This design comes from an exercise in tuning for small area and a short achievable clock period on the open sky130 flow, not from production work. The RTL was checked by simulation tests, not by an equivalence proof against the original design.

## try-quartz
==> flow/design.v <==
package aluOpPkg;
    typedef enum logic [2-1:0] {
        UNIT_NONE  = 2'b00,
        UNIT_ARITH = 2'b01,
        UNIT_LOGIC = 2'b10,  
        UNIT_BITS  = 2'b11   
    } aluUnit_e;
    typedef enum logic [2+4-1:0] {
        ALU_NOP    = 6'h00,
        ALU_ADD    = 6'h10,
        ALU_SUB    = 6'h11,
        ALU_INCA   = 6'h12,
        ALU_DECA   = 6'h13,
        ALU_NEG    = 6'h14,
        ALU_ABS    = 6'h15,
        ALU_SLT    = 6'h16,
        ALU_SLTU   = 6'h17,
        ALU_MIN    = 6'h18,
        ALU_MINU   = 6'h19,
        ALU_MAX    = 6'h1a,
        ALU_MAXU   = 6'h1b,  
        ALU_AND    = 6'h20,
        ALU_OR     = 6'h21,
        ALU_XOR    = 6'h22,
        ALU_NAND   = 6'h23,
        ALU_NOR    = 6'h24,
        ALU_XNOR   = 6'h25,
        ALU_ANDN   = 6'h26,
        ALU_ORN    = 6'h27,
        ALU_XORN   = 6'h28,
        ALU_NOT    = 6'h29,
        ALU_SLL    = 6'h30,
        ALU_SRL    = 6'h31,
        ALU_SRA    = 6'h32,
        ALU_ROL    = 6'h33,
        ALU_ROR    = 6'h34,
        ALU_CLZ    = 6'h35,
        ALU_CTZ    = 6'h36,
        ALU_PCNT   = 6'h37,
        ALU_BITREV = 6'h38,
        ALU_BSWAP  = 6'h39
    } aluOp_e;
    typedef struct packed {
        aluUnit_e                   unit;
        logic [4-1:0] func;
    } aluOpFields_s;
    typedef union packed {
        aluOp_e       op;
        aluOpFields_s fields;
    } aluOpWord_u;
    localparam int arithFuncCount = 12;
    localparam int logicFuncCount = 10;
    localparam int bitsFuncCount  = 10;
    function automatic logic [2-1:0] unitOf(
            input logic [2+4-1:0] word);
        logic [2-1:0] unit;
        logic [4-1:0] func;
        logic                       known;
        unit = word[4 +: 2];
        func = word[4-1:0];
        case (unit)
            UNIT_ARITH: known = func < arithFuncCount;
            UNIT_LOGIC: known = func < logicFuncCount;
            UNIT_BITS:  known = func < bitsFuncCount;
            default:    known = 1'b0;
        endcase
        unitOf = known ? unit : UNIT_NONE;
    endfunction
endpackage
package aluResultPkg;
    typedef struct packed {
        logic carryOut;    
        logic overflow;
        logic evenParity;  
        logic oddParity;
        logic sign;
        logic zero;
    } aluFlags_s;
    typedef struct packed {
        logic [32-1:0] opA;
        logic [32-1:0] opB;
        logic                  cIn;
        logic [2+4-1:0] op;  
    } aluRequest_s;
    typedef struct packed {
        logic [32-1:0] value;
        logic                  carryOut;
        logic                  overflow;
    } unitResult_s;
    typedef struct packed {
        logic [32-1:0] result;
        aluFlags_s             flags;
        logic                  outValid;
    } aluResponse_s;
endpackage
module alu_top (
    input  logic                       clk,
    input  logic                       reset,
    input  logic                       enable,
    input  logic [2+4-1:0] op,
    input  logic [32-1:0]      opA,
    input  logic [32-1:0]      opB,
    input  logic                       cIn,
    output logic [32-1:0]      result,
    output logic [6-1:0] flags,
    output logic                       outValid
);
    logic [1:0] unit;
    logic [3:0] fn;
    assign unit = op[5:4];
    assign fn   = op[3:0];
    logic isArith, isLogic, isBits;
    assign isArith = (unit == 2'b01) && (fn < 4'd12);
    assign isLogic = (unit == 2'b10) && (fn < 4'd10);
    assign isBits  = (unit == 2'b11) && (fn < 4'd10);
    logic        useB, invY, invX, addC, selP, selG;
    logic [31:0] x, y, p, g, sum;
    logic        cout;
    assign useB = unit[1] ? ~(fn[3] & fn[0]) : (fn[3] | ~(fn[2] ^ fn[1]));
    assign invY = unit[1] ? (fn[3] | fn[2] | (fn[1] & fn[0]))
                          : (fn[3] | (fn[2] & fn[1]) | (~fn[2] & fn[0]));
    assign invX = unit[1] ? (~fn[3] & (fn[2] ? (~fn[1] & ~fn[0]) : (fn[1] & fn[0])))
                          : (~fn[3] & fn[2] & ~fn[1]);
    assign addC = fn[3] | fn[2] | (fn[1] ? ~fn[0] : (cIn ^ fn[0]));
    assign selP = isLogic & (fn != 4'd0) & (fn != 4'd4) & (fn != 4'd6);
    assign selG = isLogic & ((fn == 4'd0) | (fn == 4'd1) | (fn == 4'd3) | (fn == 4'd4)
                           | (fn == 4'd6) | (fn == 4'd7));
    assign x = opA ^ {32{invX}};
    assign y = (opB & {32{useB}}) ^ {32{invY}};
    assign p = x ^ y;
    assign g = x & y;
    logic [31:0] G, P;
    always_comb begin
        G = g;
        P = p;
        G[0] = g[0] | (p[0] & addC);
        for (int l = 0; l < 5; l++) begin
            for (int i = 0; i < 32; i++) begin
                if ((i % (2 << l)) == (2 << l) - 1) begin
                    G[i] = G[i] | (P[i] & G[i - (1 << l)]);
                    P[i] = P[i] & P[i - (1 << l)];
                end
            end
        end
        for (int l = 3; l >= 0; l--) begin
            for (int i = 0; i < 32; i++) begin
                if ((i % (2 << l)) == (1 << l) - 1 && i >= (2 << l)) begin
                    G[i] = G[i] | (P[i] & G[i - (1 << l)]);
                    P[i] = P[i] & P[i - (1 << l)];
                end
            end
        end
    end
    assign sum  = p ^ {G[30:0], addC};
    assign cout = G[31];
    logic addCarry, addOvf;
    assign addCarry = (fn[3:2] == 2'b00) & (cout ^ fn[0]);
    assign addOvf   = ((fn[3:2] == 2'b00) | (fn == 4'd5))
                    & (x[31] == y[31]) & (sum[31] != x[31]);
    logic ltFlip, pickFlip, lt, pickA;
    assign ltFlip   = ~fn[0] & (opA[31] ^ opB[31]);
    assign pickFlip = ltFlip ^ fn[1];
    assign lt       = ~(cout ^ ltFlip);
    assign pickA    = ~(cout ^ pickFlip);
    logic [31:0] logicRes;
    assign logicRes = ({32{selP}} & p) | ({32{selG}} & g);
    logic        left, revIn, isRot, fill;
    logic [4:0]  r;
    logic [31:0] rev, xin, rot, shiftRes, bswap;
    assign left  = (fn == 4'd0) | (fn == 4'd3);
    assign revIn = left | (fn == 4'd5) | (fn == 4'd8);
    assign isRot = (fn == 4'd3) | (fn == 4'd4);
    assign fill  = (fn == 4'd2) & opA[31];
    assign r     = (fn == 4'd8) ? 5'd0 : opB[4:0];
    always_comb begin
        for (int i = 0; i < 32; i++) rev[i] = opA[31-i];
        for (int i = 0; i < 4; i++) bswap[8*i +: 8] = opA[24-8*i +: 8];
    end
    assign xin = revIn ? rev : opA;
    logic [3:0] selLo, selMid;
    assign selLo  = 4'b0001 << r[1:0];
    assign selMid = 4'b0001 << r[3:2];
    always_comb begin
        logic [31:0] t1, t2;
        for (int i = 0; i < 32; i++) begin
            t1[i] = 1'b0;
            for (int d = 0; d < 4; d++)
                t1[i] = t1[i] | (selLo[d] & ((i + d < 32) ? xin[i + d]
                                             : (isRot ? xin[i + d - 32] : fill)));
        end
        for (int i = 0; i < 32; i++) begin
            t2[i] = 1'b0;
            for (int d = 0; d < 4; d++)
                t2[i] = t2[i] | (selMid[d] & ((i + 4*d < 32) ? t1[i + 4*d]
                                              : (isRot ? t1[i + 4*d - 32] : fill)));
        end
        for (int i = 0; i < 32; i++)
            rot[i] = r[4] ? ((i + 16 < 32) ? t2[i + 16] : (isRot ? t2[i - 16] : fill)) : t2[i];
        for (int i = 0; i < 32; i++) shiftRes[i] = left ? rot[31-i] : rot[i];
    end
    logic [5:0] tz;
    always_comb begin
        logic [31:0] v1;
        logic [15:0] v2;
        logic [7:0]  v4;
        logic [3:0]  v8;
        logic [1:0]  v16;
        logic [0:0]  c2  [16];
        logic [1:0]  c4  [8];
        logic [2:0]  c8  [4];
        logic [3:0]  c16 [2];
        logic [4:0]  c32;
        v1 = xin;
        for (int i = 0; i < 16; i++) begin
            v2[i] = v1[2*i] | v1[2*i+1];
            c2[i] = ~v1[2*i];
        end
        for (int i = 0; i < 8; i++) begin
            v4[i] = v2[2*i] | v2[2*i+1];
            c4[i] = v2[2*i] ? {1'b0, c2[2*i]} : {1'b1, c2[2*i+1]};
        end
        for (int i = 0; i < 4; i++) begin
            v8[i] = v4[2*i] | v4[2*i+1];
            c8[i] = v4[2*i] ? {1'b0, c4[2*i]} : {1'b1, c4[2*i+1]};
        end
        for (int i = 0; i < 2; i++) begin
            v16[i] = v8[2*i] | v8[2*i+1];
            c16[i] = v8[2*i] ? {1'b0, c8[2*i]} : {1'b1, c8[2*i+1]};
        end
        c32 = v16[0] ? {1'b0, c16[0]} : {1'b1, c16[1]};
        tz  = (v16[0] | v16[1]) ? {1'b0, c32} : 6'd32;
    end
    logic [5:0] pc;
    always_comb begin
        logic [1:0] p2 [16];
        logic [2:0] p3 [8];
        logic [3:0] p4 [4];
        logic [4:0] p5 [2];
        for (int i = 0; i < 16; i++) p2[i] = {1'b0, opA[2*i]} + {1'b0, opA[2*i+1]};
        for (int i = 0; i < 8; i++)  p3[i] = {1'b0, p2[2*i]} + {1'b0, p2[2*i+1]};
        for (int i = 0; i < 4; i++)  p4[i] = {1'b0, p3[2*i]} + {1'b0, p3[2*i+1]};
        for (int i = 0; i < 2; i++)  p5[i] = {1'b0, p4[2*i]} + {1'b0, p4[2*i+1]};
        pc = {1'b0, p5[0]} + {1'b0, p5[1]};
    end
    logic [31:0] bitsRes;
    always_comb begin
        case (fn)
            4'd5, 4'd6: bitsRes = {26'd0, tz};
            4'd7:       bitsRes = {26'd0, pc};
            4'd9:       bitsRes = bswap;
            default:    bitsRes = shiftRes;
        endcase
    end
    logic [31:0] early, value;
    logic        known, selArith, selSum, selSlt, selMM, selAbsA, selMinA, selMinB, selBits, load;
    assign selArith = isArith & ~reset;
    assign selSum   = selArith & ((fn[3:2] == 2'b00) | (fn == 4'd4) | ((fn == 4'd5) & opA[31]));
    assign selAbsA  = selArith & (fn == 4'd5) & ~opA[31];
    assign selSlt   = selArith & (fn[3:1] == 3'b011);
    assign selMM    = selArith & fn[3];
    assign selMinA  = (pickA ? selMM : 1'b0) | selAbsA;
    assign selMinB  = pickA ? 1'b0 : selMM;
    assign selBits  = isBits & ~reset;
    assign known    = (isArith | isLogic | isBits) & ~reset;
    assign early    = ({32{selSum}} & sum)
                    | ({32{~reset}} & logicRes)
                    | ({32{selBits}}  & bitsRes);
    assign value    = early | ({32{selMinA}} & opA) | ({32{selMinB}} & opB)
                    | {31'd0, selSlt & lt};
    assign load     = enable | reset;
    logic carryQ, ovfQ, knownQ;
    always_ff @(posedge clk) begin
        outValid <= enable & ~reset;
        if (load) begin
            result <= value;
            carryQ <= selArith & addCarry;
            ovfQ   <= selArith & addOvf;
            knownQ <= known;
        end
    end
    logic oddQ;
    assign oddQ  = ^result;
    assign flags = {carryQ, ovfQ, knownQ & ~oddQ, oddQ, result[31], knownQ & ~|result};
endmodule
export LEC_CHECK = 0
export ABC_AREA = 1
export CAP_MARGIN = 20
export CORE_MARGIN = 2
export CORE_UTILIZATION = 40
export SETUP_SLACK_MARGIN = 4.5
export SLEW_MARGIN = 20
create_clock -name core_clock -period 10.5 [get_ports {clk}]
standard.sh (not shown) runs the stock make flow with config.mk's settings and CLKGATE_MAP_FILE= SYNTH_SCRIPT=/design/flow/synth_recipe.tcl, a recipe that flattens the netlist after the stock synthesis.
==> flow/flow/run.sh <==
#!/bin/bash
# The standard layout, with two changes: no full/half adder cells
# (ADDER_MAP_FILE left empty, so ABC maps the adder logic itself), and plain
# buffers (instead of the slow delay-cell default) buffer the ports.
set -euo pipefail
export BUFFER_PORTS_ARGS="-buffer_cell sky130_fd_sc_hd__buf_2"
bash standard.sh ADDER_MAP_FILE= finish > standard_flow.log 2>&1
try-quartz has completed all stages; timing, DRC and antenna checks passed.
Edits applied to the flow inputs when going from try-quartz to try-delta:
diff --git a/flow/design.v b/flow/design.v
--- a/flow/design.v
+++ b/flow/design.v
@@ -134,21 +134,13 @@
         G = g;
         P = p;
         G[0] = g[0] | (p[0] & addC);
         for (int l = 0; l < 5; l++) begin
             for (int i = 0; i < 32; i++) begin
-                if ((i % (2 << l)) == (2 << l) - 1) begin
-                    G[i] = G[i] | (P[i] & G[i - (1 << l)]);
-                    P[i] = P[i] & P[i - (1 << l)];
-                end
-            end
-        end
-        for (int l = 3; l >= 0; l--) begin
-            for (int i = 0; i < 32; i++) begin
-                if ((i % (2 << l)) == (1 << l) - 1 && i >= (2 << l)) begin
-                    G[i] = G[i] | (P[i] & G[i - (1 << l)]);
-                    P[i] = P[i] & P[i - (1 << l)];
+                if ((i >> l) & 1) begin
+                    G[i] = G[i] | (P[i] & G[((i >> l) << l) - 1]);
+                    P[i] = P[i] & P[((i >> l) << l) - 1];
                 end
             end
         end
     end
     assign sum  = p ^ {G[30:0], addC};
@@ -175,29 +167,23 @@
     always_comb begin
         for (int i = 0; i < 32; i++) rev[i] = opA[31-i];
         for (int i = 0; i < 4; i++) bswap[8*i +: 8] = opA[24-8*i +: 8];
     end
     assign xin = revIn ? rev : opA;
-    logic [3:0] selLo, selMid;
-    assign selLo  = 4'b0001 << r[1:0];
-    assign selMid = 4'b0001 << r[3:2];
-    always_comb begin
-        logic [31:0] t1, t2;
-        for (int i = 0; i < 32; i++) begin
-            t1[i] = 1'b0;
-            for (int d = 0; d < 4; d++)
-                t1[i] = t1[i] | (selLo[d] & ((i + d < 32) ? xin[i + d]
-                                             : (isRot ? xin[i + d - 32] : fill)));
-        end
-        for (int i = 0; i < 32; i++) begin
-            t2[i] = 1'b0;
-            for (int d = 0; d < 4; d++)
-                t2[i] = t2[i] | (selMid[d] & ((i + 4*d < 32) ? t1[i + 4*d]
-                                              : (isRot ? t1[i + 4*d - 32] : fill)));
-        end
-        for (int i = 0; i < 32; i++)
-            rot[i] = r[4] ? ((i + 16 < 32) ? t2[i + 16] : (isRot ? t2[i - 16] : fill)) : t2[i];
+    always_comb begin
+        logic [31:0] t, n;
+        t = xin;
+        for (int k = 0; k < 5; k++) begin
+            for (int i = 0; i < 32; i++) begin
+                if (i + (1 << k) < 32)
+                    n[i] = r[k] ? t[i + (1 << k)] : t[i];
+                else
+                    n[i] = r[k] ? (isRot ? t[i + (1 << k) - 32] : fill) : t[i];
+            end
+            t = n;
+        end
+        rot = t;
         for (int i = 0; i < 32; i++) shiftRes[i] = left ? rot[31-i] : rot[i];
     end
     logic [5:0] tz;
     always_comb begin
         logic [31:0] v1;
- try-delta went all the way through the flow, and no timing, DRC or antenna check failed.
- Per the comparison of try-delta with try-quartz, total number of vias -about 2%; routed wire length has decreased; number of global-route vias before repair saw a decrease.
- try-delta vs. try-quartz: detailed placement HPWL -5.0%, normalized max-slew margin up 2.8 points, hold slack saw little to no change.
- Re highest net fanout along the worst path: try-delta and try-quartz aren't equal, and the lower value belongs to try-delta.
- Looking only at synthesized area divided by synthesized cell count, and setting everything else aside, the higher value of try-delta and try-quartz goes to try-quartz.
- NOTE area of combinational cells with multiple inputs try-quartz->try-delta decreased slightly

re-timing with driven ports:
The results above use ideal ports. As a check the final layouts listed here were re-extracted and re-timed, cells and wires unchanged.
Step 1 (the two cells are an assumption about what drives the block):
set clk [get_ports {clk}]
set_driving_cell -lib_cell sky130_fd_sc_hd__clkbuf_16 $clk
set_driving_cell -lib_cell sky130_fd_sc_hd__buf_2 [delete_from_list [all_inputs] $clk]
Step 2, shift: input delay + t, output delay - t, t = (earliest + latest rising clock arrival at the registers) / 2. This alone moves slack from input paths to output paths.
Three values: ideal ports, drivers, drivers and shift; two values: the first two.
| run | shift t [ns] | setup slack, ns | latest minus earliest clock arrival (ns) | worst slew at a driven data input, ns |
|---|---|---|---|---|
| try-quartz | 0.324 | 4.646 / 4.661 / 4.337 | 0.006 / 0.007 | 0.04 |
| try-delta | 0.324 | 4.760 / 4.774 / 4.451 | 0.010 / 0.009 | 0.04 |
After both steps every run listed still meets setup and hold.
